This design comes from an exercise in tuning for small area and a short achievable clock period on the open sky130 flow, not from production work. Only simulation tests tie the RTL to the original design; equivalence was not proved.

`design.v`:
```
`timescale 1ns/1ps
`default_nettype none
module dct_row_top (
  input  logic        clk_i,
  input  logic        rst_i,
  input  logic        px_valid_i,
  input  logic [7:0]  px_data_i,
  output logic        coef_valid_o,
  output logic [11:0] coef_data_o,
  output logic [2:0]  coef_index_o
);
logic [2:0] px_cnt;
logic [7:0] xs0, xs1, xs2, xs3, xs4, xs5, xs6;
logic [7:0] y0, y1, y2, y3, y4, y5, y6, y7;
logic       row_done;
assign row_done = px_valid_i & (&px_cnt);
always_ff @(posedge clk_i, posedge rst_i)
  if (rst_i) px_cnt <= 3'd0;
  else if (px_valid_i) px_cnt <= px_cnt + 3'd1;
always_ff @(posedge clk_i)
  if (px_valid_i) begin
    xs0 <= px_data_i; xs1 <= xs0; xs2 <= xs1; xs3 <= xs2; xs4 <= xs3; xs5 <= xs4; xs6 <= xs5;
  end
always_ff @(posedge clk_i)
  if (row_done) begin
    y0 <= xs6; y1 <= xs5; y2 <= xs4; y3 <= xs3; y4 <= xs2; y5 <= xs1; y6 <= xs0; y7 <= px_data_i;
  end
logic       busy;
logic [2:0] kc, kc_nx;
logic [3:0] n1, n2, n1_nx, n2_nx;
logic       odd;
assign kc_nx = row_done ? 3'd0 : kc + 3'd1;
always_comb begin
  case (kc_nx)
    3'd0: begin n1_nx = 4'b0000; n2_nx = 4'b0000; end
    3'd1: begin n1_nx = 4'b0000; n2_nx = 4'b1111; end
    3'd2: begin n1_nx = 4'b0000; n2_nx = 4'b0000; end
    3'd3: begin n1_nx = 4'b1110; n2_nx = 4'b0001; end
    3'd4: begin n1_nx = 4'b0000; n2_nx = 4'b0000; end
    3'd5: begin n1_nx = 4'b0010; n2_nx = 4'b1101; end
    3'd6: begin n1_nx = 4'b0000; n2_nx = 4'b0000; end
    3'd7: begin n1_nx = 4'b1010; n2_nx = 4'b0101; end
    default: begin n1_nx = 4'b0000; n2_nx = 4'b0000; end
  endcase
end
always_ff @(posedge clk_i, posedge rst_i)
  if (rst_i) begin busy <= 1'b0; kc <= 3'd0; end
  else if (row_done) begin busy <= 1'b1; kc <= 3'd0; end
  else if (busy) begin kc <= kc + 3'd1; if (&kc) busy <= 1'b0; end
always_ff @(posedge clk_i) begin
  n1 <= n1_nx; n2 <= n2_nx; odd <= kc_nx[0];
end
logic [8:0] u0, u1, u2, u3;
logic a0, a3, ca, b1, b2, cb;           
logic a0_nx, a3_nx, ca_nx, b1_nx, b2_nx, cb_nx;
logic oddu, o1, o3, o5, o7;    
logic ep_a, ep_b, eq_a, eq_b, er_a, er_b, es_a, es_b;
always_comb begin
  case (kc)
    3'd0: begin a0_nx = 1'b0; a3_nx = 1'b0; ca_nx = 1'b0; b1_nx = 1'b0; b2_nx = 1'b0; cb_nx = 1'b0; end
    3'd2: begin a0_nx = 1'b0; a3_nx = 1'b1; ca_nx = 1'b1; b1_nx = 1'b0; b2_nx = 1'b1; cb_nx = 1'b1; end
    3'd4: begin a0_nx = 1'b0; a3_nx = 1'b0; ca_nx = 1'b0; b1_nx = 1'b1; b2_nx = 1'b1; cb_nx = 1'b0; end
    3'd6: begin a0_nx = 1'b0; a3_nx = 1'b1; ca_nx = 1'b1; b1_nx = 1'b1; b2_nx = 1'b0; cb_nx = 1'b1; end
    default: begin a0_nx = 1'b0; a3_nx = 1'b0; ca_nx = 1'b0; b1_nx = 1'b0; b2_nx = 1'b0; cb_nx = 1'b0; end
  endcase
end
logic [2:0] ku;
logic       vu;
always_ff @(posedge clk_i) begin
  u0 <= 9'(y0 ^ {8{n1[0]}}) + 9'(y7 ^ {8{n2[0]}}) + 9'(odd);
  u1 <= 9'(y1 ^ {8{n1[1]}}) + 9'(y6 ^ {8{n2[1]}}) + 9'(odd);
  u2 <= 9'(y2 ^ {8{n1[2]}}) + 9'(y5 ^ {8{n2[2]}}) + 9'(odd);
  u3 <= 9'(y3 ^ {8{n1[3]}}) + 9'(y4 ^ {8{n2[3]}}) + 9'(odd);
  ku <= kc;
  a0 <= a0_nx; a3 <= a3_nx; ca <= ca_nx; b1 <= b1_nx; b2 <= b2_nx; cb <= cb_nx;
  oddu <= kc[0];
  ep_a <= (kc == 3'd0) | (kc == 3'd2) | (kc == 3'd4);
  ep_b <= (kc == 3'd6);
  eq_a <= (kc == 3'd6);
  eq_b <= (kc == 3'd0) | (kc == 3'd2) | (kc == 3'd4);
  er_a <= (kc == 3'd6);
  er_b <= (kc == 3'd2);
  es_a <= (kc == 3'd0) | (kc == 3'd2) | (kc == 3'd4);
  es_b <= (kc == 3'd6);
  o1 <= (kc == 3'd1); o3 <= (kc == 3'd3); o5 <= (kc == 3'd5); o7 <= (kc == 3'd7);
end
always_ff @(posedge clk_i, posedge rst_i)
  if (rst_i) vu <= 1'b0; else vu <= busy;
logic [9:0] al, be;
logic [9:0] vp;
logic [9:0] vq;
logic [9:0] vr;
logic [9:0] vs;
logic c_k0, c_k4, c_k26, c_odd;    
logic       vv;
assign al = 10'(u0 ^ {9{a0}}) + 10'(u3 ^ {9{a3}}) + 10'(ca);
assign be = 10'(u1 ^ {9{b1}}) + 10'(u2 ^ {9{b2}}) + 10'(cb);
logic [8:0] pm_p;
assign pm_p = ({9{o1}} & u0) | ({9{o3}} & u2) | ({9{o5}} & u1) | ({9{o7}} & u3);
logic [8:0] pm_q;
assign pm_q = ({9{o1}} & u1) | ({9{o3}} & u0) | ({9{o5}} & u3) | ({9{o7}} & u2);
logic [8:0] pm_r;
assign pm_r = ({9{o1}} & u2) | ({9{o3}} & u3) | ({9{o5}} & u0) | ({9{o7}} & u1);
logic [8:0] pm_s;
assign pm_s = ({9{o1}} & u3) | ({9{o3}} & u1) | ({9{o5}} & u2) | ({9{o7}} & u0);
always_ff @(posedge clk_i) begin
  vp <= ({10{oddu}} & {1'b0, pm_p}) | ({10{ep_a}} & al) | ({10{ep_b}} & be);
  vq <= ({10{oddu}} & {1'b0, pm_q}) | ({10{eq_a}} & al) | ({10{eq_b}} & be);
  vr <= ({10{oddu}} & {1'b0, pm_r}) | ({10{er_a}} & al) | ({10{er_b}} & be);
  vs <= ({10{oddu}} & {1'b0, pm_s}) | ({10{es_a}} & al) | ({10{es_b}} & be);
  c_k0 <= (ku == 3'd0); c_k4 <= (ku == 3'd4); c_k26 <= (ku == 3'd2) | (ku == 3'd6); c_odd <= ku[0];
end
always_ff @(posedge clk_i, posedge rst_i)
  if (rst_i) vv <= 1'b0; else vv <= vu;
logic row_p0_en;
logic row_p0_ng;
logic [9:0] row_p0;
assign row_p0 = ((vp & {10{row_p0_en}}) ^ {10{row_p0_ng}});
logic [9:0] row_p1;
assign row_p1 = ~vp;
logic row_p3_ng;
logic [9:0] row_p3;
assign row_p3 = (vp ^ {10{row_p3_ng}});
logic [9:0] row_p9;
assign row_p9 = vp;
logic row_q1_en;
logic [9:0] row_q1;
assign row_q1 = (vq & {10{row_q1_en}});
logic [9:0] row_q3;
assign row_q3 = vq;
logic row_q5_ng;
logic [9:0] row_q5;
assign row_q5 = (vq ^ {10{row_q5_ng}});
logic [9:0] row_q7;
assign row_q7 = ~vq;
logic row_q9_en;
logic [9:0] row_q9;
assign row_q9 = (vq & {10{row_q9_en}});
logic [9:0] row_r2;
assign row_r2 = ~vr;
logic [9:0] row_r5;
assign row_r5 = vr;
logic [9:0] row_r8;
assign row_r8 = vr;
logic [9:0] row_s2;
assign row_s2 = vs;
logic [9:0] row_s5;
assign row_s5 = ~vs;
logic row_s7_en;
logic row_s7_ng;
logic [9:0] row_s7;
assign row_s7 = ((vs & {10{row_s7_en}}) ^ {10{row_s7_ng}});
always_ff @(posedge clk_i) begin
  row_p0_en <= (ku == 3'd2) | (ku == 3'd6);
  row_p0_ng <= (ku == 3'd2) | (ku == 3'd6);
  row_p3_ng <= ~((ku == 3'd0) | (ku == 3'd4));
  row_q1_en <= ~((ku == 3'd2) | (ku == 3'd6));
  row_q5_ng <= (ku == 3'd0) | (ku == 3'd4);
  row_q9_en <= ~((ku == 3'd2) | (ku == 3'd6));
  row_s7_en <= ~((ku == 3'd2) | (ku == 3'd6));
  row_s7_ng <= (ku == 3'd0) | (ku == 3'd4);
end
logic [21:0] kconst;
assign kconst[0] = (c_k26);
assign kconst[1] = 1'b1;
assign kconst[2] = ~(c_k4);
assign kconst[3] = ~(c_k0);
assign kconst[4] = (c_k4);
assign kconst[5] = (c_k26 | c_odd);
assign kconst[6] = (c_k0);
assign kconst[7] = (c_k26 | c_odd);
assign kconst[8] = (c_k0);
assign kconst[9] = ~(c_k26);
assign kconst[10] = (c_k4 | c_k26);
assign kconst[11] = ~(c_k4);
assign kconst[12] = 1'b0;
assign kconst[13] = (c_k0 | c_odd);
assign kconst[14] = (c_k0 | c_k4);
assign kconst[15] = (c_k0);
assign kconst[16] = (c_k4);
assign kconst[17] = (c_k0);
assign kconst[18] = (c_k4);
assign kconst[19] = ~(c_k4);
assign kconst[20] = 1'b1;
assign kconst[21] = 1'b1;
wire cs1 = row_p1[7] ^ row_q3[5];
wire cc1 = row_p1[7] & row_q3[5];
wire cs2 = row_p1[8] ^ row_p9[0] ^ row_q3[6];
wire cc2 = (row_p1[8] & row_p9[0]) | (row_p1[8] & row_q3[6]) | (row_p9[0] & row_q3[6]);
wire cs3 = row_q7[2] ^ row_r2[7] ^ row_r5[4];
wire cc3 = (row_q7[2] & row_r2[7]) | (row_q7[2] & row_r5[4]) | (row_r2[7] & row_r5[4]);
wire cs4 = row_p1[9] ^ row_p9[1] ^ row_q3[7];
wire cc4 = (row_p1[9] & row_p9[1]) | (row_p1[9] & row_q3[7]) | (row_p9[1] & row_q3[7]);
wire cs5 = row_q7[3] ^ row_r2[8] ^ row_r5[5];
wire cc5 = (row_q7[3] & row_r2[8]) | (row_q7[3] & row_r5[5]) | (row_r2[8] & row_r5[5]);
wire cs6 = row_p9[2] ^ row_q3[8] ^ row_q7[4];
wire cc6 = (row_p9[2] & row_q3[8]) | (row_p9[2] & row_q7[4]) | (row_q3[8] & row_q7[4]);
wire cs7 = row_p1[4] ^ row_q3[2] ^ row_r2[3];
wire cc7 = (row_p1[4] & row_q3[2]) | (row_p1[4] & row_r2[3]) | (row_q3[2] & row_r2[3]);
wire cs8 = row_p1[5] ^ row_q3[3] ^ row_r2[4];
wire cc8 = (row_p1[5] & row_q3[3]) | (row_p1[5] & row_r2[4]) | (row_q3[3] & row_r2[4]);
wire cs9 = row_r5[1] ^ row_s2[4];
wire cc9 = row_r5[1] & row_s2[4];
wire cs10 = row_p1[6] ^ row_q3[4] ^ row_q7[0];
wire cc10 = (row_p1[6] & row_q3[4]) | (row_p1[6] & row_q7[0]) | (row_q3[4] & row_q7[0]);
wire cs11 = row_r2[5] ^ row_r5[2] ^ row_s2[5];
wire cc11 = (row_r2[5] & row_r5[2]) | (row_r2[5] & row_s2[5]) | (row_r5[2] & row_s2[5]);
wire cs12 = row_s5[2] ^ row_p0[7] ^ row_p3[4];
wire cc12 = (row_s5[2] & row_p0[7]) | (row_s5[2] & row_p3[4]) | (row_p0[7] & row_p3[4]);
wire cs13 = row_q7[1] ^ row_r2[6] ^ row_r5[3];
wire cc13 = (row_q7[1] & row_r2[6]) | (row_q7[1] & row_r5[3]) | (row_r2[6] & row_r5[3]);
wire cs14 = row_r8[0] ^ row_s2[6] ^ row_s5[3];
wire cc14 = (row_r8[0] & row_s2[6]) | (row_r8[0] & row_s5[3]) | (row_s2[6] & row_s5[3]);
wire cs15 = cs1 ^ row_p0[8] ^ row_p3[5];
wire cc15 = (cs1 & row_p0[8]) | (cs1 & row_p3[5]) | (row_p0[8] & row_p3[5]);
wire cs16 = row_q1[7] ^ row_q5[3];
wire cc16 = row_q1[7] & row_q5[3];
wire cs17 = row_r8[1] ^ row_s2[7] ^ row_s5[4];
wire cc17 = (row_r8[1] & row_s2[7]) | (row_r8[1] & row_s5[4]) | (row_s2[7] & row_s5[4]);
wire cs18 = cc1 ^ row_p0[9] ^ row_p3[6];
wire cc18 = (cc1 & row_p0[9]) | (cc1 & row_p3[6]) | (row_p0[9] & row_p3[6]);
wire cs19 = row_q1[8] ^ row_q5[4] ^ row_q9[0];
wire cc19 = (row_q1[8] & row_q5[4]) | (row_q1[8] & row_q9[0]) | (row_q5[4] & row_q9[0]);
wire cs20 = row_s7[2] ^ kconst[9] ^ cs2;
wire cc20 = (row_s7[2] & kconst[9]) | (row_s7[2] & cs2) | (kconst[9] & cs2);
wire cs21 = row_r8[2] ^ row_s2[8] ^ row_s5[5];
wire cc21 = (row_r8[2] & row_s2[8]) | (row_r8[2] & row_s5[5]) | (row_s2[8] & row_s5[5]);
wire cs22 = row_p3[7] ^ row_q1[9] ^ row_q5[5];
wire cc22 = (row_p3[7] & row_q1[9]) | (row_p3[7] & row_q5[5]) | (row_q1[9] & row_q5[5]);
wire cs23 = row_q9[1] ^ row_s7[3] ^ kconst[10];
wire cc23 = (row_q9[1] & row_s7[3]) | (row_q9[1] & kconst[10]) | (row_s7[3] & kconst[10]);
wire cs24 = cc2 ^ cc3 ^ cs4;
wire cc24 = (cc2 & cc3) | (cc2 & cs4) | (cc3 & cs4);
wire cs25 = row_r2[9] ^ row_r5[6] ^ row_r8[3];
wire cc25 = (row_r2[9] & row_r5[6]) | (row_r2[9] & row_r8[3]) | (row_r5[6] & row_r8[3]);
wire cs26 = row_s2[9] ^ row_s5[6] ^ row_p3[8];
wire cc26 = (row_s2[9] & row_s5[6]) | (row_s2[9] & row_p3[8]) | (row_s5[6] & row_p3[8]);
wire cs27 = row_q5[6] ^ row_q9[2] ^ row_s7[4];
wire cc27 = (row_q5[6] & row_q9[2]) | (row_q5[6] & row_s7[4]) | (row_q9[2] & row_s7[4]);
wire cs28 = kconst[11] ^ cc4 ^ cc5;
wire cc28 = (kconst[11] & cc4) | (kconst[11] & cc5) | (cc4 & cc5);
wire cs29 = row_p9[3] ^ row_q3[9] ^ row_q7[5];
wire cc29 = (row_p9[3] & row_q3[9]) | (row_p9[3] & row_q7[5]) | (row_q3[9] & row_q7[5]);
wire cs30 = row_r5[7] ^ row_r8[4] ^ row_s5[7];
wire cc30 = (row_r5[7] & row_r8[4]) | (row_r5[7] & row_s5[7]) | (row_r8[4] & row_s5[7]);
wire cs31 = row_p3[9] ^ row_q5[7] ^ row_q9[3];
wire cc31 = (row_p3[9] & row_q5[7]) | (row_p3[9] & row_q9[3]) | (row_q5[7] & row_q9[3]);
wire cs32 = row_p9[4] ^ row_q7[6] ^ row_r5[8];
wire cc32 = (row_p9[4] & row_q7[6]) | (row_p9[4] & row_r5[8]) | (row_q7[6] & row_r5[8]);
wire cs33 = row_r8[5] ^ row_s5[8];
wire cc33 = row_r8[5] & row_s5[8];
wire cs34 = row_p9[5] ^ row_q7[7] ^ row_r5[9];
wire cc34 = (row_p9[5] & row_q7[7]) | (row_p9[5] & row_r5[9]) | (row_q7[7] & row_r5[9]);
wire cs35 = row_p1[2] ^ row_q3[0] ^ row_r2[1];
wire cc35 = (row_p1[2] & row_q3[0]) | (row_p1[2] & row_r2[1]) | (row_q3[0] & row_r2[1]);
wire cs36 = row_p1[3] ^ row_q3[1] ^ row_r2[2];
wire cc36 = (row_p1[3] & row_q3[1]) | (row_p1[3] & row_r2[2]) | (row_q3[1] & row_r2[2]);
wire cs37 = row_s2[2] ^ row_p0[4];
wire cc37 = row_s2[2] & row_p0[4];
wire cs38 = row_r5[0] ^ row_s2[3] ^ row_s5[0];
wire cc38 = (row_r5[0] & row_s2[3]) | (row_r5[0] & row_s5[0]) | (row_s2[3] & row_s5[0]);
wire cs39 = row_p0[5] ^ row_p3[2] ^ row_q1[4];
wire cc39 = (row_p0[5] & row_p3[2]) | (row_p0[5] & row_q1[4]) | (row_p3[2] & row_q1[4]);
wire cs40 = row_q5[0] ^ kconst[5];
wire cc40 = row_q5[0] & kconst[5];
wire cs41 = row_s5[1] ^ cs9 ^ row_p0[6];
wire cc41 = (row_s5[1] & cs9) | (row_s5[1] & row_p0[6]) | (cs9 & row_p0[6]);
wire cs42 = row_p3[3] ^ row_q1[5] ^ row_q5[1];
wire cc42 = (row_p3[3] & row_q1[5]) | (row_p3[3] & row_q5[1]) | (row_q1[5] & row_q5[1]);
wire cs43 = kconst[6] ^ cc7 ^ cs8;
wire cc43 = (kconst[6] & cc7) | (kconst[6] & cs8) | (cc7 & cs8);
wire cs44 = cc9 ^ row_q1[6] ^ row_q5[2];
wire cc44 = (cc9 & row_q1[6]) | (cc9 & row_q5[2]) | (row_q1[6] & row_q5[2]);
wire cs45 = row_s7[0] ^ kconst[7] ^ cc8;
wire cc45 = (row_s7[0] & kconst[7]) | (row_s7[0] & cc8) | (kconst[7] & cc8);
wire cs46 = cs10 ^ cs11 ^ cs12;
wire cc46 = (cs10 & cs11) | (cs10 & cs12) | (cs11 & cs12);
wire cs47 = row_s7[1] ^ kconst[8] ^ cc10;
wire cc47 = (row_s7[1] & kconst[8]) | (row_s7[1] & cc10) | (kconst[8] & cc10);
wire cs48 = cc11 ^ cs13 ^ cs14;
wire cc48 = (cc11 & cs13) | (cc11 & cs14) | (cs13 & cs14);
wire cs49 = cs16 ^ cc12 ^ cs15;
wire cc49 = (cs16 & cc12) | (cs16 & cs15) | (cc12 & cs15);
wire cs50 = cc13 ^ cc14 ^ cs17;
wire cc50 = (cc13 & cc14) | (cc13 & cs17) | (cc14 & cs17);
wire cs51 = cs3 ^ cc16 ^ cc15;
wire cc51 = (cs3 & cc16) | (cs3 & cc15) | (cc16 & cc15);
wire cs52 = cs18 ^ cs19 ^ cs20;
wire cc52 = (cs18 & cs19) | (cs18 & cs20) | (cs19 & cs20);
wire cs53 = cc17 ^ cs21 ^ cs5;
wire cc53 = (cc17 & cs21) | (cc17 & cs5) | (cs21 & cs5);
wire cs54 = cc18 ^ cc19 ^ cs22;
wire cc54 = (cc18 & cc19) | (cc18 & cs22) | (cc19 & cs22);
wire cs55 = cs23 ^ cc20 ^ cs24;
wire cc55 = (cs23 & cc20) | (cs23 & cs24) | (cc20 & cs24);
wire cs56 = cc21 ^ cs25 ^ cs6;
wire cc56 = (cc21 & cs25) | (cc21 & cs6) | (cs25 & cs6);
wire cs57 = cc22 ^ cs26 ^ cs27;
wire cc57 = (cc22 & cs26) | (cc22 & cs27) | (cs26 & cs27);
wire cs58 = cc23 ^ cc24 ^ cs28;
wire cc58 = (cc23 & cc24) | (cc23 & cs28) | (cc24 & cs28);
wire cs59 = row_s7[5] ^ cc25 ^ cc6;
wire cc59 = (row_s7[5] & cc25) | (row_s7[5] & cc6) | (cc25 & cc6);
wire cs60 = cs29 ^ cs30 ^ cc26;
wire cc60 = (cs29 & cs30) | (cs29 & cc26) | (cs30 & cc26);
wire cs61 = cc27 ^ cs31 ^ cc28;
wire cc61 = (cc27 & cs31) | (cc27 & cc28) | (cs31 & cc28);
wire cs62 = cs33 ^ row_q5[8] ^ row_q9[4];
wire cc62 = (cs33 & row_q5[8]) | (cs33 & row_q9[4]) | (row_q5[8] & row_q9[4]);
wire cs63 = row_s7[6] ^ kconst[13] ^ cc29;
wire cc63 = (row_s7[6] & kconst[13]) | (row_s7[6] & cc29) | (kconst[13] & cc29);
wire cs64 = cc30 ^ cs32 ^ cc31;
wire cc64 = (cc30 & cs32) | (cc30 & cc31) | (cs32 & cc31);
wire cs65 = row_r8[6] ^ row_s5[9] ^ cc33;
wire cc65 = (row_r8[6] & row_s5[9]) | (row_r8[6] & cc33) | (row_s5[9] & cc33);
wire cs66 = row_q5[9] ^ row_q9[5] ^ row_s7[7];
wire cc66 = (row_q5[9] & row_q9[5]) | (row_q5[9] & row_s7[7]) | (row_q9[5] & row_s7[7]);
wire cs67 = kconst[14] ^ cc32 ^ cs34;
wire cc67 = (kconst[14] & cc32) | (kconst[14] & cs34) | (cc32 & cs34);
wire cs68 = row_p9[6] ^ row_q7[8] ^ row_r8[7];
wire cc68 = (row_p9[6] & row_q7[8]) | (row_p9[6] & row_r8[7]) | (row_q7[8] & row_r8[7]);
wire cs69 = row_q9[6] ^ row_s7[8] ^ kconst[15];
wire cc69 = (row_q9[6] & row_s7[8]) | (row_q9[6] & kconst[15]) | (row_s7[8] & kconst[15]);
wire cs70 = row_p9[7] ^ row_q7[9] ^ row_r8[8];
wire cc70 = (row_p9[7] & row_q7[9]) | (row_p9[7] & row_r8[8]) | (row_q7[9] & row_r8[8]);
wire cs71 = row_p1[1] ^ row_r2[0] ^ row_s2[0];
wire cc71 = (row_p1[1] & row_r2[0]) | (row_p1[1] & row_s2[0]) | (row_r2[0] & row_s2[0]);
wire cs72 = row_s2[1] ^ row_p0[3] ^ row_p3[0];
wire cc72 = (row_s2[1] & row_p0[3]) | (row_s2[1] & row_p3[0]) | (row_p0[3] & row_p3[0]);
wire cs73 = row_q1[2] ^ kconst[3];
wire cc73 = row_q1[2] & kconst[3];
wire cs74 = row_p3[1] ^ row_q1[3] ^ kconst[4];
wire cc74 = (row_p3[1] & row_q1[3]) | (row_p3[1] & kconst[4]) | (row_q1[3] & kconst[4]);
wire cs75 = cc35 ^ cs36 ^ cs37;
wire cc75 = (cc35 & cs36) | (cc35 & cs37) | (cs36 & cs37);
wire cs76 = cc36 ^ cs38 ^ cs7;
wire cc76 = (cc36 & cs38) | (cc36 & cs7) | (cs38 & cs7);
wire cs77 = cc37 ^ cs40 ^ cs39;
wire cc77 = (cc37 & cs40) | (cc37 & cs39) | (cs40 & cs39);
wire cs78 = cc38 ^ cc40 ^ cc39;
wire cc78 = (cc38 & cc40) | (cc38 & cc39) | (cc40 & cc39);
wire cs79 = cs41 ^ cs42 ^ cs43;
wire cc79 = (cs41 & cs42) | (cs41 & cs43) | (cs42 & cs43);
wire cs80 = cc41 ^ cc42 ^ cs44;
wire cc80 = (cc41 & cc42) | (cc41 & cs44) | (cc42 & cs44);
wire cs81 = cc43 ^ cs45 ^ cs46;
wire cc81 = (cc43 & cs45) | (cc43 & cs46) | (cs45 & cs46);
wire cs82 = cc44 ^ cc45 ^ cs47;
wire cc82 = (cc44 & cc45) | (cc44 & cs47) | (cc45 & cs47);
wire cs83 = cs48 ^ cc46 ^ cs49;
wire cc83 = (cs48 & cc46) | (cs48 & cs49) | (cc46 & cs49);
wire cs84 = cc47 ^ cc48 ^ cs50;
wire cc84 = (cc47 & cc48) | (cc47 & cs50) | (cc48 & cs50);
wire cs85 = cc49 ^ cs51 ^ cs52;
wire cc85 = (cc49 & cs51) | (cc49 & cs52) | (cs51 & cs52);
wire cs86 = cc50 ^ cs53 ^ cc51;
wire cc86 = (cc50 & cs53) | (cc50 & cc51) | (cs53 & cc51);
wire cs87 = cs54 ^ cc52 ^ cs55;
wire cc87 = (cs54 & cc52) | (cs54 & cs55) | (cc52 & cs55);
wire cs88 = cc53 ^ cs56 ^ cc54;
wire cc88 = (cc53 & cs56) | (cc53 & cc54) | (cs56 & cc54);
wire cs89 = cs57 ^ cc55 ^ cs58;
wire cc89 = (cs57 & cc55) | (cs57 & cs58) | (cc55 & cs58);
wire cs90 = cc56 ^ cs59 ^ cc57;
wire cc90 = (cc56 & cs59) | (cc56 & cc57) | (cs59 & cc57);
wire cs91 = cs60 ^ cc58 ^ cs61;
wire cc91 = (cs60 & cc58) | (cs60 & cs61) | (cc58 & cs61);
wire cs92 = cs62 ^ cc59 ^ cs63;
wire cc92 = (cs62 & cc59) | (cs62 & cs63) | (cc59 & cs63);
wire cs93 = cc60 ^ cs64 ^ cc61;
wire cc93 = (cc60 & cs64) | (cc60 & cc61) | (cs64 & cc61);
wire cs94 = cs65 ^ cc62 ^ cs66;
wire cc94 = (cs65 & cc62) | (cs65 & cs66) | (cc62 & cs66);
wire cs95 = cc63 ^ cs67 ^ cc64;
wire cc95 = (cc63 & cs67) | (cc63 & cc64) | (cs67 & cc64);
wire cs96 = cc34 ^ cs68 ^ cc65;
wire cc96 = (cc34 & cs68) | (cc34 & cc65) | (cs68 & cc65);
wire cs97 = cc66 ^ cs69 ^ cc67;
wire cc97 = (cc66 & cs69) | (cc66 & cc67) | (cs69 & cc67);
wire cs98 = row_q9[7] ^ row_s7[9] ^ kconst[16];
wire cc98 = (row_q9[7] & row_s7[9]) | (row_q9[7] & kconst[16]) | (row_s7[9] & kconst[16]);
wire cs99 = cc68 ^ cs70 ^ cc69;
wire cc99 = (cc68 & cs70) | (cc68 & cc69) | (cs70 & cc69);
wire cs100 = row_p9[8] ^ row_r8[9] ^ row_q9[8];
wire cc100 = (row_p9[8] & row_r8[9]) | (row_p9[8] & row_q9[8]) | (row_r8[9] & row_q9[8]);
wire cs101 = kconst[17] ^ cc70;
wire cc101 = kconst[17] & cc70;
wire cs102 = row_p9[9] ^ row_q9[9];
wire cc102 = row_p9[9] & row_q9[9];
logic cq_0_0;
always_ff @(posedge clk_i) cq_0_0 <= row_p0[0];
logic cq_0_1;
always_ff @(posedge clk_i) cq_0_1 <= kconst[0];
logic cq_1_1;
always_ff @(posedge clk_i) cq_1_1 <= row_p1[0];
logic cq_1_2;
always_ff @(posedge clk_i) cq_1_2 <= row_p0[1];
logic cq_1_3;
always_ff @(posedge clk_i) cq_1_3 <= row_q1[0];
logic cq_2_0;
always_ff @(posedge clk_i) cq_2_0 <= cs71;
logic cq_2_1;
always_ff @(posedge clk_i) cq_2_1 <= row_p0[2];
logic cq_2_2;
always_ff @(posedge clk_i) cq_2_2 <= row_q1[1];
logic cq_2_3;
always_ff @(posedge clk_i) cq_2_3 <= kconst[2];
logic cq_3_0;
always_ff @(posedge clk_i) cq_3_0 <= cc71;
logic cq_3_1;
always_ff @(posedge clk_i) cq_3_1 <= cs72;
logic cq_3_2;
always_ff @(posedge clk_i) cq_3_2 <= cs73;
logic cq_3_3;
always_ff @(posedge clk_i) cq_3_3 <= cs35;
logic cq_4_0;
always_ff @(posedge clk_i) cq_4_0 <= cc72;
logic cq_4_1;
always_ff @(posedge clk_i) cq_4_1 <= cc73;
logic cq_4_2;
always_ff @(posedge clk_i) cq_4_2 <= cs74;
logic cq_4_3;
always_ff @(posedge clk_i) cq_4_3 <= cs75;
logic cq_5_0;
always_ff @(posedge clk_i) cq_5_0 <= cc74;
logic cq_5_1;
always_ff @(posedge clk_i) cq_5_1 <= cc75;
logic cq_5_2;
always_ff @(posedge clk_i) cq_5_2 <= cs76;
logic cq_5_3;
always_ff @(posedge clk_i) cq_5_3 <= cs77;
logic cq_6_0;
always_ff @(posedge clk_i) cq_6_0 <= cc76;
logic cq_6_1;
always_ff @(posedge clk_i) cq_6_1 <= cc77;
logic cq_6_2;
always_ff @(posedge clk_i) cq_6_2 <= cs78;
logic cq_6_3;
always_ff @(posedge clk_i) cq_6_3 <= cs79;
logic cq_7_0;
always_ff @(posedge clk_i) cq_7_0 <= cc78;
logic cq_7_1;
always_ff @(posedge clk_i) cq_7_1 <= cc79;
logic cq_7_2;
always_ff @(posedge clk_i) cq_7_2 <= cs80;
logic cq_7_3;
always_ff @(posedge clk_i) cq_7_3 <= cs81;
logic cq_8_0;
always_ff @(posedge clk_i) cq_8_0 <= cc80;
logic cq_8_1;
always_ff @(posedge clk_i) cq_8_1 <= cc81;
logic cq_8_2;
always_ff @(posedge clk_i) cq_8_2 <= cs82;
logic cq_8_3;
always_ff @(posedge clk_i) cq_8_3 <= cs83;
logic cq_9_0;
always_ff @(posedge clk_i) cq_9_0 <= cc82;
logic cq_9_1;
always_ff @(posedge clk_i) cq_9_1 <= cc83;
logic cq_9_2;
always_ff @(posedge clk_i) cq_9_2 <= cs84;
logic cq_9_3;
always_ff @(posedge clk_i) cq_9_3 <= cs85;
logic cq_10_0;
always_ff @(posedge clk_i) cq_10_0 <= cc84;
logic cq_10_1;
always_ff @(posedge clk_i) cq_10_1 <= cc85;
logic cq_10_2;
always_ff @(posedge clk_i) cq_10_2 <= cs86;
logic cq_10_3;
always_ff @(posedge clk_i) cq_10_3 <= cs87;
logic cq_11_0;
always_ff @(posedge clk_i) cq_11_0 <= cc86;
logic cq_11_1;
always_ff @(posedge clk_i) cq_11_1 <= cc87;
logic cq_11_2;
always_ff @(posedge clk_i) cq_11_2 <= cs88;
logic cq_11_3;
always_ff @(posedge clk_i) cq_11_3 <= cs89;
logic cq_12_0;
always_ff @(posedge clk_i) cq_12_0 <= cc88;
logic cq_12_1;
always_ff @(posedge clk_i) cq_12_1 <= cc89;
logic cq_12_2;
always_ff @(posedge clk_i) cq_12_2 <= cs90;
logic cq_12_3;
always_ff @(posedge clk_i) cq_12_3 <= cs91;
logic cq_13_0;
always_ff @(posedge clk_i) cq_13_0 <= cc90;
logic cq_13_1;
always_ff @(posedge clk_i) cq_13_1 <= cc91;
logic cq_13_2;
always_ff @(posedge clk_i) cq_13_2 <= cs92;
logic cq_13_3;
always_ff @(posedge clk_i) cq_13_3 <= cs93;
logic cq_14_0;
always_ff @(posedge clk_i) cq_14_0 <= cc92;
logic cq_14_1;
always_ff @(posedge clk_i) cq_14_1 <= cc93;
logic cq_14_2;
always_ff @(posedge clk_i) cq_14_2 <= cs94;
logic cq_14_3;
always_ff @(posedge clk_i) cq_14_3 <= cs95;
logic cq_15_0;
always_ff @(posedge clk_i) cq_15_0 <= cc94;
logic cq_15_1;
always_ff @(posedge clk_i) cq_15_1 <= cc95;
logic cq_15_2;
always_ff @(posedge clk_i) cq_15_2 <= cs96;
logic cq_15_3;
always_ff @(posedge clk_i) cq_15_3 <= cs97;
logic cq_16_0;
always_ff @(posedge clk_i) cq_16_0 <= cc96;
logic cq_16_1;
always_ff @(posedge clk_i) cq_16_1 <= cc97;
logic cq_16_2;
always_ff @(posedge clk_i) cq_16_2 <= cs98;
logic cq_16_3;
always_ff @(posedge clk_i) cq_16_3 <= cs99;
logic cq_17_0;
always_ff @(posedge clk_i) cq_17_0 <= cc98;
logic cq_17_1;
always_ff @(posedge clk_i) cq_17_1 <= cc99;
logic cq_17_2;
always_ff @(posedge clk_i) cq_17_2 <= cs100;
logic cq_17_3;
always_ff @(posedge clk_i) cq_17_3 <= cs101;
logic cq_18_0;
always_ff @(posedge clk_i) cq_18_0 <= cc100;
logic cq_18_1;
always_ff @(posedge clk_i) cq_18_1 <= cc101;
logic cq_18_2;
always_ff @(posedge clk_i) cq_18_2 <= cs102;
logic cq_18_3;
always_ff @(posedge clk_i) cq_18_3 <= kconst[18];
logic cq_19_0;
always_ff @(posedge clk_i) cq_19_0 <= cc102;
logic cq_19_1;
always_ff @(posedge clk_i) cq_19_1 <= kconst[19];
logic vc;
always_ff @(posedge clk_i, posedge rst_i)
  if (rst_i) vc <= 1'b0; else vc <= vv;
wire cs103 = 1'b1 ^ cq_1_1;
wire cc103 = 1'b1 & cq_1_1;
wire cs104 = cq_2_0 ^ cq_2_1 ^ cq_2_2;
wire cc104 = (cq_2_0 & cq_2_1) | (cq_2_0 & cq_2_2) | (cq_2_1 & cq_2_2);
wire cs105 = cq_3_0 ^ cq_3_1 ^ cq_3_2;
wire cc105 = (cq_3_0 & cq_3_1) | (cq_3_0 & cq_3_2) | (cq_3_1 & cq_3_2);
wire cs106 = cq_4_0 ^ cq_4_1 ^ cq_4_2;
wire cc106 = (cq_4_0 & cq_4_1) | (cq_4_0 & cq_4_2) | (cq_4_1 & cq_4_2);
wire cs107 = cq_5_0 ^ cq_5_1 ^ cq_5_2;
wire cc107 = (cq_5_0 & cq_5_1) | (cq_5_0 & cq_5_2) | (cq_5_1 & cq_5_2);
wire cs108 = cq_6_0 ^ cq_6_1 ^ cq_6_2;
wire cc108 = (cq_6_0 & cq_6_1) | (cq_6_0 & cq_6_2) | (cq_6_1 & cq_6_2);
wire cs109 = cq_7_0 ^ cq_7_1 ^ cq_7_2;
wire cc109 = (cq_7_0 & cq_7_1) | (cq_7_0 & cq_7_2) | (cq_7_1 & cq_7_2);
wire cs110 = cq_8_0 ^ cq_8_1 ^ cq_8_2;
wire cc110 = (cq_8_0 & cq_8_1) | (cq_8_0 & cq_8_2) | (cq_8_1 & cq_8_2);
wire cs111 = cq_9_0 ^ cq_9_1 ^ cq_9_2;
wire cc111 = (cq_9_0 & cq_9_1) | (cq_9_0 & cq_9_2) | (cq_9_1 & cq_9_2);
wire cs112 = cq_10_0 ^ cq_10_1 ^ cq_10_2;
wire cc112 = (cq_10_0 & cq_10_1) | (cq_10_0 & cq_10_2) | (cq_10_1 & cq_10_2);
wire cs113 = cq_11_0 ^ cq_11_1 ^ cq_11_2;
wire cc113 = (cq_11_0 & cq_11_1) | (cq_11_0 & cq_11_2) | (cq_11_1 & cq_11_2);
wire cs114 = cq_12_0 ^ cq_12_1 ^ cq_12_2;
wire cc114 = (cq_12_0 & cq_12_1) | (cq_12_0 & cq_12_2) | (cq_12_1 & cq_12_2);
wire cs115 = cq_13_0 ^ cq_13_1 ^ cq_13_2;
wire cc115 = (cq_13_0 & cq_13_1) | (cq_13_0 & cq_13_2) | (cq_13_1 & cq_13_2);
wire cs116 = cq_14_0 ^ cq_14_1 ^ cq_14_2;
wire cc116 = (cq_14_0 & cq_14_1) | (cq_14_0 & cq_14_2) | (cq_14_1 & cq_14_2);
wire cs117 = cq_15_0 ^ cq_15_1 ^ cq_15_2;
wire cc117 = (cq_15_0 & cq_15_1) | (cq_15_0 & cq_15_2) | (cq_15_1 & cq_15_2);
wire cs118 = cq_16_0 ^ cq_16_1 ^ cq_16_2;
wire cc118 = (cq_16_0 & cq_16_1) | (cq_16_0 & cq_16_2) | (cq_16_1 & cq_16_2);
wire cs119 = cq_17_0 ^ cq_17_1 ^ cq_17_2;
wire cc119 = (cq_17_0 & cq_17_1) | (cq_17_0 & cq_17_2) | (cq_17_1 & cq_17_2);
wire cs120 = cq_18_0 ^ cq_18_1 ^ cq_18_2;
wire cc120 = (cq_18_0 & cq_18_1) | (cq_18_0 & cq_18_2) | (cq_18_1 & cq_18_2);
wire cs121 = cq_1_2 ^ cq_1_3;
wire cc121 = cq_1_2 & cq_1_3;
wire cs122 = cq_2_3 ^ cc103 ^ cs104;
wire cc122 = (cq_2_3 & cc103) | (cq_2_3 & cs104) | (cc103 & cs104);
wire cs123 = cq_3_3 ^ cc104 ^ cs105;
wire cc123 = (cq_3_3 & cc104) | (cq_3_3 & cs105) | (cc104 & cs105);
wire cs124 = cq_4_3 ^ cc105 ^ cs106;
wire cc124 = (cq_4_3 & cc105) | (cq_4_3 & cs106) | (cc105 & cs106);
wire cs125 = cq_5_3 ^ cc106 ^ cs107;
wire cc125 = (cq_5_3 & cc106) | (cq_5_3 & cs107) | (cc106 & cs107);
wire cs126 = cq_6_3 ^ cc107 ^ cs108;
wire cc126 = (cq_6_3 & cc107) | (cq_6_3 & cs108) | (cc107 & cs108);
wire cs127 = cq_7_3 ^ cc108 ^ cs109;
wire cc127 = (cq_7_3 & cc108) | (cq_7_3 & cs109) | (cc108 & cs109);
wire cs128 = cq_8_3 ^ cc109 ^ cs110;
wire cc128 = (cq_8_3 & cc109) | (cq_8_3 & cs110) | (cc109 & cs110);
wire cs129 = cq_9_3 ^ cc110 ^ cs111;
wire cc129 = (cq_9_3 & cc110) | (cq_9_3 & cs111) | (cc110 & cs111);
wire cs130 = cq_10_3 ^ cc111 ^ cs112;
wire cc130 = (cq_10_3 & cc111) | (cq_10_3 & cs112) | (cc111 & cs112);
wire cs131 = cq_11_3 ^ cc112 ^ cs113;
wire cc131 = (cq_11_3 & cc112) | (cq_11_3 & cs113) | (cc112 & cs113);
wire cs132 = cq_12_3 ^ cc113 ^ cs114;
wire cc132 = (cq_12_3 & cc113) | (cq_12_3 & cs114) | (cc113 & cs114);
wire cs133 = cq_13_3 ^ cc114 ^ cs115;
wire cc133 = (cq_13_3 & cc114) | (cq_13_3 & cs115) | (cc114 & cs115);
wire cs134 = cq_14_3 ^ cc115 ^ cs116;
wire cc134 = (cq_14_3 & cc115) | (cq_14_3 & cs116) | (cc115 & cs116);
wire cs135 = cq_15_3 ^ cc116 ^ cs117;
wire cc135 = (cq_15_3 & cc116) | (cq_15_3 & cs117) | (cc116 & cs117);
wire cs136 = cq_16_3 ^ cc117 ^ cs118;
wire cc136 = (cq_16_3 & cc117) | (cq_16_3 & cs118) | (cc117 & cs118);
wire cs137 = cq_17_3 ^ cc118 ^ cs119;
wire cc137 = (cq_17_3 & cc118) | (cq_17_3 & cs119) | (cc118 & cs119);
wire cs138 = cq_18_3 ^ cc119 ^ cs120;
wire cc138 = (cq_18_3 & cc119) | (cq_18_3 & cs120) | (cc119 & cs120);
wire cs139 = cq_19_0 ^ cq_19_1 ^ cc120;
wire cc139 = (cq_19_0 & cq_19_1) | (cq_19_0 & cc120) | (cq_19_1 & cc120);
logic [10:0] lowsum;
assign lowsum = {1'b0, cc128, cc127, cc126, cc125, cc124, cc123, cc122, cc121, cs121, cq_0_0} + {1'b0, cs129, cs128, cs127, cs126, cs125, cs124, cs123, cs122, cs103, cq_0_1};
logic cr_10_0;
always_ff @(posedge clk_i) cr_10_0 <= cc129;
logic cr_10_1;
always_ff @(posedge clk_i) cr_10_1 <= cs130;
logic cr_10_2;
always_ff @(posedge clk_i) cr_10_2 <= lowsum[10];
logic cr_11_0;
always_ff @(posedge clk_i) cr_11_0 <= cc130;
logic cr_11_1;
always_ff @(posedge clk_i) cr_11_1 <= cs131;
logic cr_12_0;
always_ff @(posedge clk_i) cr_12_0 <= cc131;
logic cr_12_1;
always_ff @(posedge clk_i) cr_12_1 <= cs132;
logic cr_13_0;
always_ff @(posedge clk_i) cr_13_0 <= cc132;
logic cr_13_1;
always_ff @(posedge clk_i) cr_13_1 <= cs133;
logic cr_14_0;
always_ff @(posedge clk_i) cr_14_0 <= cc133;
logic cr_14_1;
always_ff @(posedge clk_i) cr_14_1 <= cs134;
logic cr_15_0;
always_ff @(posedge clk_i) cr_15_0 <= cc134;
logic cr_15_1;
always_ff @(posedge clk_i) cr_15_1 <= cs135;
logic cr_16_0;
always_ff @(posedge clk_i) cr_16_0 <= cc135;
logic cr_16_1;
always_ff @(posedge clk_i) cr_16_1 <= cs136;
logic cr_17_0;
always_ff @(posedge clk_i) cr_17_0 <= cc136;
logic cr_17_1;
always_ff @(posedge clk_i) cr_17_1 <= cs137;
logic cr_18_0;
always_ff @(posedge clk_i) cr_18_0 <= cc137;
logic cr_18_1;
always_ff @(posedge clk_i) cr_18_1 <= cs138;
logic cr_19_0;
always_ff @(posedge clk_i) cr_19_0 <= cc138;
logic cr_19_1;
always_ff @(posedge clk_i) cr_19_1 <= cs139;
logic cr_20_0;
always_ff @(posedge clk_i) cr_20_0 <= cc139;
logic vc2;
always_ff @(posedge clk_i, posedge rst_i)
  if (rst_i) vc2 <= 1'b0; else vc2 <= vc;
wire cs140 = cr_10_0 ^ cr_10_1;
wire cc140 = cr_10_0 & cr_10_1;
wire cs141 = cr_11_0 ^ cr_11_1;
wire cc141 = cr_11_0 & cr_11_1;
wire cs142 = cr_12_0 ^ cr_12_1;
wire cc142 = cr_12_0 & cr_12_1;
wire cs143 = cr_13_0 ^ cr_13_1;
wire cc143 = cr_13_0 & cr_13_1;
wire cs144 = cr_14_0 ^ cr_14_1;
wire cc144 = cr_14_0 & cr_14_1;
wire cs145 = cr_15_0 ^ cr_15_1;
wire cc145 = cr_15_0 & cr_15_1;
wire cs146 = cr_16_0 ^ cr_16_1;
wire cc146 = cr_16_0 & cr_16_1;
wire cs147 = cr_17_0 ^ cr_17_1;
wire cc147 = cr_17_0 & cr_17_1;
wire cs148 = cr_18_0 ^ cr_18_1;
wire cc148 = cr_18_0 & cr_18_1;
wire cs149 = cr_19_0 ^ cr_19_1;
wire cc149 = cr_19_0 & cr_19_1;
wire cs150 = 1'b1 ^ cr_20_0;
wire cc150 = 1'b1 & cr_20_0;
logic [21:0] fa, fb, fsum;
assign fa = {cc150, cc149, cc148, cc147, cc146, cc145, cc144, cc143, cc142, cc141, cc140, cs140, 1'b0, 1'b0, 1'b0, 1'b0, 1'b0, 1'b0, 1'b0, 1'b0, 1'b0, 1'b0};
assign fb = {1'b1, cs150, cs149, cs148, cs147, cs146, cs145, cs144, cs143, cs142, cs141, cr_10_2, 1'b0, 1'b0, 1'b0, 1'b0, 1'b0, 1'b0, 1'b0, 1'b0, 1'b0, 1'b0};
assign fsum = fa + fb;
always_ff @(posedge clk_i) coef_data_o <= fsum[21:10];
always_ff @(posedge clk_i, posedge rst_i)
  if (rst_i) coef_valid_o <= 1'b0; else coef_valid_o <= vc2;
always_ff @(posedge clk_i, posedge rst_i)
  if (rst_i) coef_index_o <= 3'd0; else if (coef_valid_o) coef_index_o <= coef_index_o + 3'd1;
endmodule
`default_nettype wire
```
`config.mk`:
```
export PLATFORM = sky130hd
export DESIGN_NAME = dct_row_top
export DESIGN_NICKNAME = dct_row_top
export VERILOG_FILES = /design/flow/design.v
export SDC_FILE = /design/flow/constraint.sdc
export NUM_CORES = 4
export LEC_CHECK = 0
export CAP_MARGIN = 20
export CORE_MARGIN = 2
export CORE_UTILIZATION = 40
export CTS_BUF_LIST = sky130_fd_sc_hd__clkbuf_4
export SETUP_SLACK_MARGIN = 3.4
export SLEW_MARGIN = 20
```
`constraint.sdc`:
```
create_clock -name core_clock -period 6.0 [get_ports {clk_i}]
set_input_delay 1.2000 -clock core_clock [delete_from_list [all_inputs] [get_ports {clk_i}]]
set_output_delay 1.2000 -clock core_clock [all_outputs]
set_load 0.01 [all_outputs]
```
`run.sh`:
```
#!/bin/bash
# synth_recipe.tcl (not shown) runs the flow's synth.tcl, then flattens the netlist and writes it again
# the make line also repeats each setting of config.mk as NAME=value (left out here)
make -C /OpenROAD-flow-scripts/flow DESIGN_CONFIG=/design/flow/config.mk WORK_HOME=/design/flow/orfs CLKGATE_MAP_FILE= SYNTH_SCRIPT=/design/flow/synth_recipe.tcl finish
```
==> metrics.md, run 1 <==
| Metric | Value |
|---|---|
| Outcome | `no timing/DRC/antenna violations` |
| Clock buffer count from CTS | `91` |
| First-pass DRT Iterations | `5` |
| Max-cap violations | `0` |
| Share of cells above drive strength 1 | `around 16%` |
| Area contributors post-synth | `dfxtp_1 25%, edfxtp_1 21%, fa_1 16%` |
| # rows | `75` |
| Initial antenna violation count | `2` |
| Routed wire length | `around 33 mm` |
| Setup-failing EPs final | `0` |
| Syn_nets | `about 1,600` |
| Yosys warns | `1` |
| Seq/Total Area, Yosys | `about half` |
| Tightest Hold Check Type | `reg -> reg` |
| Setup Skew | `roughly 59 ps` |
| Avg Synthesized Cell Area | `12.4 sq um` |
| Critical path required time | `approximately 6600 ps` |
| Longest Clk Path Bufs | `3` |
| Post-route DRC | `0` |
| Synth Register Bits | `approximately 350` |
| RSZ-0062 raised after global routing | `true` |
| Syn Inst Count | `about 1,400` |
| Vias in the first global route | `10,500` |
| Via count | `between 9,000 and 10,000` |
| Setup crit start kind | `register` |
| Fmax | `0.390 GHz` |
| Routed Antenna Nets | `0` |
| Worst EP arrival | `approximately 3200 ps` |
| Post-synth top flop | `dfxtp_1` |
| Via density | `between 4 and 5` |
| Async set-reset flop share out of synthesis | `under 10%` |
| Die Y | `210 um` |
| Fin crit share | `between 40% and 50%` |
| Hold Vio Cnt, Final | `0` |
| Area leader, netlist | `dfxtp_1` |
| TritonCTS sink count | `between 300 and 400` |
| Actual slew at the worst max-slew pin | `about 940 ps` |
| Area Growth Syn to Fin | `12.6%` |
| Routability cong. | `slightly below 0.9` |
| First-pass GRT wire length | `around 54 mm` |
| Yosys cell types | `between 50 and 60` |
| Count leader, synth | `dfxtp_1` |
| Post-synth EDFFs | `120` |
| Clk pin slew, worst setup/hold paths | `60 ps` |
| Fin Hold WS | `345 ps` |
| Drt initial violations | `~610` |
| Hpwl dp | `24.8 mm` |
| Crit path capture type | `register` |
| Relative slew slack | `37.2%` |
| Core outline area | `41,900 sq um` |
| Remaining Overflow, GRT | `0` |
| Syn Std Cell Area | `~17,000 sq um` |
| Wirelength per Cell | `around 16 um` |
| Worst skew pair latency | `between 800 and 900 ps` |
| Port Buf Inserts | `26` |
| Synth top area share | `between 20% and 30%` |
| Tmin final | `2560 ps` |
| CP max FO | `3` |
| Slew Limit Fails | `0` |
| WS Path Type | `reg -> reg` |
| Nets | `1,704` |
| Die X | `around 210 um` |
| Clock root cell | `clkbuf_4` |
| CTS tree | `done` |
| Gr usage total | `between 15 and 20%` |
| I/O pins | `27` |
| Largest net degree at the start of global routing | `60` |
| H-Tree Depth | `3` |
| Accumulated negative setup slack | `0 ps` |
| Commonest cells post-synth | `210 x dfxtp_1, 194 x inv_1, 139 x fa_1` |
| Quantity of hold-fixing buffers added after cts | `0` |
| Initial Util | `about two fifths` |
| Die area | `about 44,000 sq um` |
==> cells in the final DEF, fill, tap and decap left out, drive strengths merged, types with 4 or more instances in the layout <==
| master | Yosys | final |
|---|---|---|
| nor2 | 30 | 30 |
| buf | 3 | 28 |
| a21oi | 37 | 37 |
| and2 | 8 | 8 |
| dfrtp | 15 | 15 |
| nand3 | 4 | 4 |
| nand2 | 62 | 62 |
| o21bai | 8 | 8 |
| ha | 94 | 94 |
| a22o | 27 | 27 |
| o21ai | 35 | 35 |
| nor3 | 6 | 6 |
| nand2b | 8 | 8 |
| edfxtp | 120 | 120 |
| a221o | 18 | 18 |
| clkbuf | 41 | 140 |
| mux2 | 4 | 4 |
| a21o | 17 | 17 |
| dfxtp | 210 | 210 |
| clkinv | 0 | 13 |
| xor2 | 106 | 106 |
| o21a | 6 | 6 |
| nor2b | 18 | 18 |
| clkdlybuf4s50 | 0 | 9 |
| xnor2 | 55 | 55 |
| fa | 139 | 139 |
| or2 | 5 | 5 |
| inv | 194 | 196 |
| diode | 0 | 5 |
| a21boi | 16 | 16 |
| a22oi | 56 | 56 |
==> per-stage QoR <==
| step | util (%) | worst slack [ps] | instance area, sq um | cells |
|---|---|---|---|---|
| floorplan | - | 3420 | 17000 | 1374 |
| global placement | 42.4 | 3120 | 17800 | 1898 |
| detailed placement | 42.4 | 3030 | 17800 | 1898 |
| CTS | 45.2 | 3380 | 19000 | 2064 |
| global route | 45.6 | 3340 | 19100 | 2070 |
| finish | 45.6 | 3440 | 19100 | 2070 |
==> cell families (layout without fill, tap and decap cells) <==
family / Yosys count / count (layout) / synth area share [%]
adders and majority gates: 233 / 233 / 23.3
muxes: 7 / 7 / 0.464
DFF: 345 / 345 / 48.2
buffers and inverters: 238 / 390 / 5.34
AOI/OAI and AO/OA: 242 / 242 / 10.3
xor gates and xnor gates: 161 / 161 / 8.31
and+or+nand+nor: 148 / 148 / 4.08
other: 0 / 5 / 0
==> flip-flops by register name (all words and copies together), names as in the netlist, 9 cells and up <==
register	count
coef_data_o	12
vp	10
vq	10
vs	9
vr	10
u2	9
u0	9
u3	9
u1	9
==> metal layers <==
metal,track usage (%),up-vias,wire [um],share of wire [%]
met5,0,-,0,0
li1,-,4799,-,-
met1,18.8,4810,14200,44
met2,26.4,172,16300,50
met4,7.26,0,1050,3.2
met3,4.11,67,1190,3.6
==> final timing paths <==
path | start | to | slack [ps] | depth (start not counted)
hold / removal | vc | vc2 | 350 | 0
max in group asynchronous | rst_i | px_cnt[2] | 4840 | 2
hold reg to reg | vc | vc2 | 350 | 0
setup reg to reg | vp[7] | cq_8_3 | 3440 | 7
min in group asynchronous | rst_i | kc[1] | 770 | 2
setup / recovery | vp[7] | cq_8_3 | 3440 | 7
==> critical path, stage by stage, from the launching register on <==
cell     delay, ps
dfxtp_1        390
inv_1          170
ha_1           320
inv_1           50
fa_1           520
inv_1           50
fa_1           500
fa_1           420
==> final cells by class <==
class / count / area, sq um
Sequential cell: 345 / 8250
Clock inverter: 19 / 114
Antenna cell: 5 / 12.5
Timing Repair Buffer: 37 / 258
Clock buffer: 140 / 1050
Inverter: 194 / 732
Tap cell: 539 / 674
Fill cell: 3848 / 22800
Multi-Input combinational cell: 791 / 8020
==> what timing repair did <==
action                     in CTS  in global routing
resized for setup              87                 35
pin swaps                       4                 10
gates cloned                    0                  0
setup buffers                   7                  1
setup endpoints to repair      47                 33
==> run 2: changes to the inputs <==
--- a/design.v
+++ b/design.v
@@ -617,10 +617,10 @@
 logic [10:0] lowsum;
 assign lowsum = {1'b0, cc128, cc127, cc126, cc125, cc124, cc123, cc122, cc121, cs121, cq_0_0} + {1'b0, cs129, cs128, cs127, cs126, cs125, cs124, cs123, cs122, cs103, cq_0_1};
+logic cr_lowc;
+always_ff @(posedge clk_i) cr_lowc <= lowsum[10];
 logic cr_10_0;
 always_ff @(posedge clk_i) cr_10_0 <= cc129;
 logic cr_10_1;
 always_ff @(posedge clk_i) cr_10_1 <= cs130;
-logic cr_10_2;
-always_ff @(posedge clk_i) cr_10_2 <= lowsum[10];
 logic cr_11_0;
 always_ff @(posedge clk_i) cr_11_0 <= cc130;
@@ -664,30 +664,10 @@
 always_ff @(posedge clk_i, posedge rst_i)
   if (rst_i) vc2 <= 1'b0; else vc2 <= vc;
-wire cs140 = cr_10_0 ^ cr_10_1;
-wire cc140 = cr_10_0 & cr_10_1;
-wire cs141 = cr_11_0 ^ cr_11_1;
-wire cc141 = cr_11_0 & cr_11_1;
-wire cs142 = cr_12_0 ^ cr_12_1;
-wire cc142 = cr_12_0 & cr_12_1;
-wire cs143 = cr_13_0 ^ cr_13_1;
-wire cc143 = cr_13_0 & cr_13_1;
-wire cs144 = cr_14_0 ^ cr_14_1;
-wire cc144 = cr_14_0 & cr_14_1;
-wire cs145 = cr_15_0 ^ cr_15_1;
-wire cc145 = cr_15_0 & cr_15_1;
-wire cs146 = cr_16_0 ^ cr_16_1;
-wire cc146 = cr_16_0 & cr_16_1;
-wire cs147 = cr_17_0 ^ cr_17_1;
-wire cc147 = cr_17_0 & cr_17_1;
-wire cs148 = cr_18_0 ^ cr_18_1;
-wire cc148 = cr_18_0 & cr_18_1;
-wire cs149 = cr_19_0 ^ cr_19_1;
-wire cc149 = cr_19_0 & cr_19_1;
-wire cs150 = 1'b1 ^ cr_20_0;
-wire cc150 = 1'b1 & cr_20_0;
 logic [21:0] fa, fb, fsum;
-assign fa = {cc150, cc149, cc148, cc147, cc146, cc145, cc144, cc143, cc142, cc141, cc140, cs140, 1'b0, 1'b0, 1'b0, 1'b0, 1'b0, 1'b0, 1'b0, 1'b0, 1'b0, 1'b0};
-assign fb = {1'b1, cs150, cs149, cs148, cs147, cs146, cs145, cs144, cs143, cs142, cs141, cr_10_2, 1'b0, 1'b0, 1'b0, 1'b0, 1'b0, 1'b0, 1'b0, 1'b0, 1'b0, 1'b0};
-assign fsum = fa + fb;
+assign fa = {1'b1, cr_20_0, cr_19_0, cr_18_0, cr_17_0, cr_16_0, cr_15_0, cr_14_0, cr_13_0, cr_12_0, cr_11_0, cr_10_0, 1'b0, 1'b0, 1'b0, 1'b0, 1'b0, 1'b0, 1'b0, 1'b0, 1'b0, 1'b0};
+assign fb = {1'b0, 1'b1, cr_19_1, cr_18_1, cr_17_1, cr_16_1, cr_15_1, cr_14_1, cr_13_1, cr_12_1, cr_11_1, cr_10_1, 1'b0, 1'b0, 1'b0, 1'b0, 1'b0, 1'b0, 1'b0, 1'b0, 1'b0, 1'b0};
+logic [12:0] fhi;
+assign fhi = {fa[21:10], 1'b1} + {fb[21:10], cr_lowc};
+assign fsum = {fhi[12:1], 10'd0};
 always_ff @(posedge clk_i) coef_data_o <= fsum[21:10];
 always_ff @(posedge clk_i, posedge rst_i)
--- a/config.mk
+++ b/config.mk
@@ -9,5 +9,5 @@
 export CORE_MARGIN = 2
 export CORE_UTILIZATION = 40
-export CTS_BUF_LIST = sky130_fd_sc_hd__clkbuf_4
+export CTS_BUF_LIST = sky130_fd_sc_hd__clkbuf_8
 export SETUP_SLACK_MARGIN = 3.4
 export SLEW_MARGIN = 20
==> run 2 against run 1 <==
Net effect:
- sequential share of layout area up 0.29 points
- utilization down 0.071 points
- cell area down 0.60%
- non-clock buffer count up 3
- final cell count down 3.1%
- critical endpoint is now cr_lowc
- largest cell class unchanged
==> metrics.md, run 2 <==
| Metric | Value |
|---|---|
| Outcome | `no timing/DRC/antenna violations` |
| Post-route DRC | `0` |
| Setup Skew | `21.2 ps` |
| Area leader, netlist | `dfxtp_1` |
| Nets | `approximately 1,700` |
| Core outline area | `about 42,000 sq um` |
| Commonest cells post-synth | `210 x dfxtp_1, 189 x inv_1, 139 x fa_1` |
| Post-synth EDFFs | `120` |
| Clock root cell | `clkbuf_8` |
| Initial Util | `40.4%` |
| Async set-reset flop share out of synthesis | `approximately 4.3%` |
| Max stage delay cell, worst path | `fa_1` |
| Relative slew slack | `41.3%` |
| Compound-Gate Fraction of Synth Area | `between 10 and 15%` |
| CP bufs+invs | `2` |
| TritonCTS sink count | `345` |
| Syn Inst Count | `1,374` |
| RSZ-0062 raised after global routing | `true` |
| Setup crit start kind | `register` |
| H-Tree Depth | `2` |
| Fmax | `between 0.3 and 0.4 GHz` |
| Tmin final | `approximately 2600 ps` |
| Hold EP | `coef_valid_o` |
| Hpwl dp | `approximately 25 mm` |
| Die Y | `209 um` |
| First-pass GRT wire length | `52.4 mm` |
| Setup-failing EPs final | `0` |
| Remaining Overflow, GRT | `0` |
| Via density | `about 4.8` |
| Tightest Hold Check Type | `reg -> reg` |
| Area Growth Syn to Fin | `12.5%` |
| Share of cells above drive strength 1 | `11.0%` |
| Drt initial violations | `between 400 and 500` |
| Xor/xnor share of the synthesized area | `about 8.2%` |
| Post-synthesis mux area share | `0.459%` |
| Area contributors post-synth | `dfxtp_1 25%, edfxtp_1 21%, fa_1 16%` |
| Post-synth top flop | `dfxtp_1` |
| Min-Delay Startpoint | `vc2` |
| Hold Vio Cnt, Final | `0` |
| Yosys warns | `1` |
| Main combinational cell family by area after synthesis | `adder cells` |
| CP top delay family | `adder cells` |
| Routability cong. | `between 0.9 and 1` |
| Die X | `209 um` |
| Reg with most FFs | `coef_data_o` |
| Max-cap violations | `0` |
| Avg Synthesized Cell Area | `between 10 and 15 sq um` |
| Worst flop-to-flop path startpoint | `cq_5_0` |
| # rows | `between 70 and 80` |
| Clk pin slew, worst setup/hold paths | `60 ps` |
| Vias in the first global route | `10,100` |
| Fin crit share | `between 40% and 50%` |
| Actual slew at the worst max-slew pin | `879 ps` |
| Diode count | `0` |
| Number of flip-flops under the largest register name | `12` |
| WS Path Type | `reg -> reg` |
| Count leader, synth | `dfxtp_1` |
| Gr usage total | `between 10% and 20%` |
| Largest net degree at the start of global routing | `61` |
| Worst EP arrival | `~3000 ps` |
| Crit-path cells | `inv_2 > fa_1 > inv_2 > fa_1 > ha_4 > a21o_1 > a21o_1 > a2111oi_4 > o21bai_1` |
| Critical path required time | `between 6000 and 7000 ps` |
| Accumulated negative setup slack | `0 ps` |
| Via count | `about 9,600` |
| Final WS setup | `roughly 3400 ps` |
| CP peak stage delay | `~540 ps` |
| Commonest non-fill, non-tap cell in the layout | `inv_1` |
| CTS tree | `done` |
| Yosys cell types | `58` |
| Top library cells by usage in the layout, fill and taps aside | `201 x inv_1, 179 x dfxtp_1, 136 x fa_1` |
| I/O pins | `27` |
| Reg2reg setup slack | `3420 ps` |
| Clock buffer count from CTS | `56` |
| Syn_nets | `between 1,500 and 2,000` |
| Synth Register Bits | `between 300 and 400` |
| Seq/Total Area, Yosys | `between 40% and 50%` |
| Slew Limit Fails | `0` |
| Worst skew pair latency | `620 ps` |
| Synth top area share | `24.9%` |
| Longest Clk Path Bufs | `3` |
| Synth Area in Simple Gates | `4.62%` |
| Routed Antenna Nets | `0` |
| Reg2Reg Capture Point | `cr_lowc` |
| Crit path capture type | `register` |
| Syn Std Cell Area | `between 15,000 and 20,000 sq um` |
| FF-to-FF path depth | `9` |
| Synth Area in Adders | `about 23%` |
| Die area | `roughly 44,000 sq um` |
| Port Buf Inserts | `26` |
| Initial antenna violation count | `0` |
| Hold Path Depth | `0` |
| Wirelength per Cell | `16.1 um` |
| First-pass DRT Iterations | `5` |
| Quantity of hold-fixing buffers added after cts | `0` |
| Routed wire length | `around 32 mm` |
| Place WS | `approximately 2400 ps` |
| CP max FO | `2` |
[run 2: cell types whose count changed after synthesis, sizes merged, moves of 3 or more]
cell	change
a21o	+4
nand2	+5
a21oi	-4
ha	-11
nor2	+12
a21boi	-4
nand3	+3
inv	-4
xnor2	-5
[run 2: through the flow]
| step | hold slack, ps | util, % | std cells | cell area, sq um |
|---|---|---|---|---|
| 2_1_floorplan | 331 | - | 1374 | 16900 |
| 3_3_place_gp | 333 | 42.3 | 1898 | 17700 |
| 3_5_place_dp | 336 | 42.4 | 1899 | 17700 |
| 4_1_cts | 348 | 45.1 | 2002 | 18800 |
| 5_1_grt | 363 | 45.5 | 2005 | 19000 |
| 6_report | 345 | 45.5 | 2005 | 19000 |
[run 2: layout make-up]
cell class,count,area (sq um)
fill,3820,22800
multi-input combinational,793,7940
timing repair buffer,40,359
clock buffer,61,840
inverter,190,713
tap,539,674
sequential,345,8250
clock inverter,37,211
[run 2: worst max path at each step]
| stage | from | endpoint | slack, ps | cells after the start |
|---|---|---|---|---|
| final | cq_5_0 | cr_lowc | 3420 | 9 |
| after global routing | cq_5_0 | cr_lowc | 3290 | 9 |
| after CTS | u1[0] | vp[8] | 3390 | 10 |
| after detailed placement | px_valid_i | y0[7] | 2350 | 4 |
| after global placement | px_valid_i | y7[7] | 2380 | 4 |
| after floorplan | b2 | vp[8] | 3420 | 11 |
[run 2: cells by family (layout without fill, tap and decap cells)]
kind of cell             after synthesis  after routing
multiplexers                           6              6
flip-flops                           345            345
AND/OR/NAND/NOR                      167            167
buffers and inverters                236            328
AO/OA/AOI/OAI                        240            240
XOR/XNOR                             158            158
adder cells (fa/ha/maj)              222            222
[run 2: metal layers]
| metal | share of wire, % | vias up | GRT usage (%) |
|---|---|---|---|
| li1 | - | 4677 | - |
| met1 | 44 | 4638 | 18.9 |
| met2 | 49 | 170 | 26.1 |
| met3 | 3.3 | 75 | 2.80 |
| met4 | 3.8 | 0 | 6.90 |
| met5 | 0 | - | 0 |
[run 2: timing repair]
action	CTS	global route
pin swaps	4	11
buffers inserted	5	3
gates resized for setup	44	43
setup endpoints to repair	97	67

## afterwards: timing with drivers on the ports
No port has a modelled driver above. Below, the same layouts with a new extraction and two added sets of constraints. Step 1 sets driving cells, clkbuf_16 on the clock port and buf_2 on the other inputs (assumed; they add their load-dependent delay and slew). Step 2 also shifts input and output timing later by t, the mid clock arrival at the registers, as if the neighbouring blocks saw the same clock. Slacks: ideal ports / drivers / drivers and shift; pairs: ideal ports / drivers.
run | t, ns | slack for setup (ns) | worst setup path at the end | clock arrival spread, ns
run 1 | 0.825 | 3.437 / 3.437 / 3.133 | input to register | 0.065 / 0.065
run 2 | 0.666 | 3.418 / 3.418 / 2.968 | input to register | 0.026 / 0.026
After both steps setup and hold are still met in every run listed. The setup slack of run 2, which loses most, moves by 0.000 ns with the drivers and by -0.450 ns with both steps.
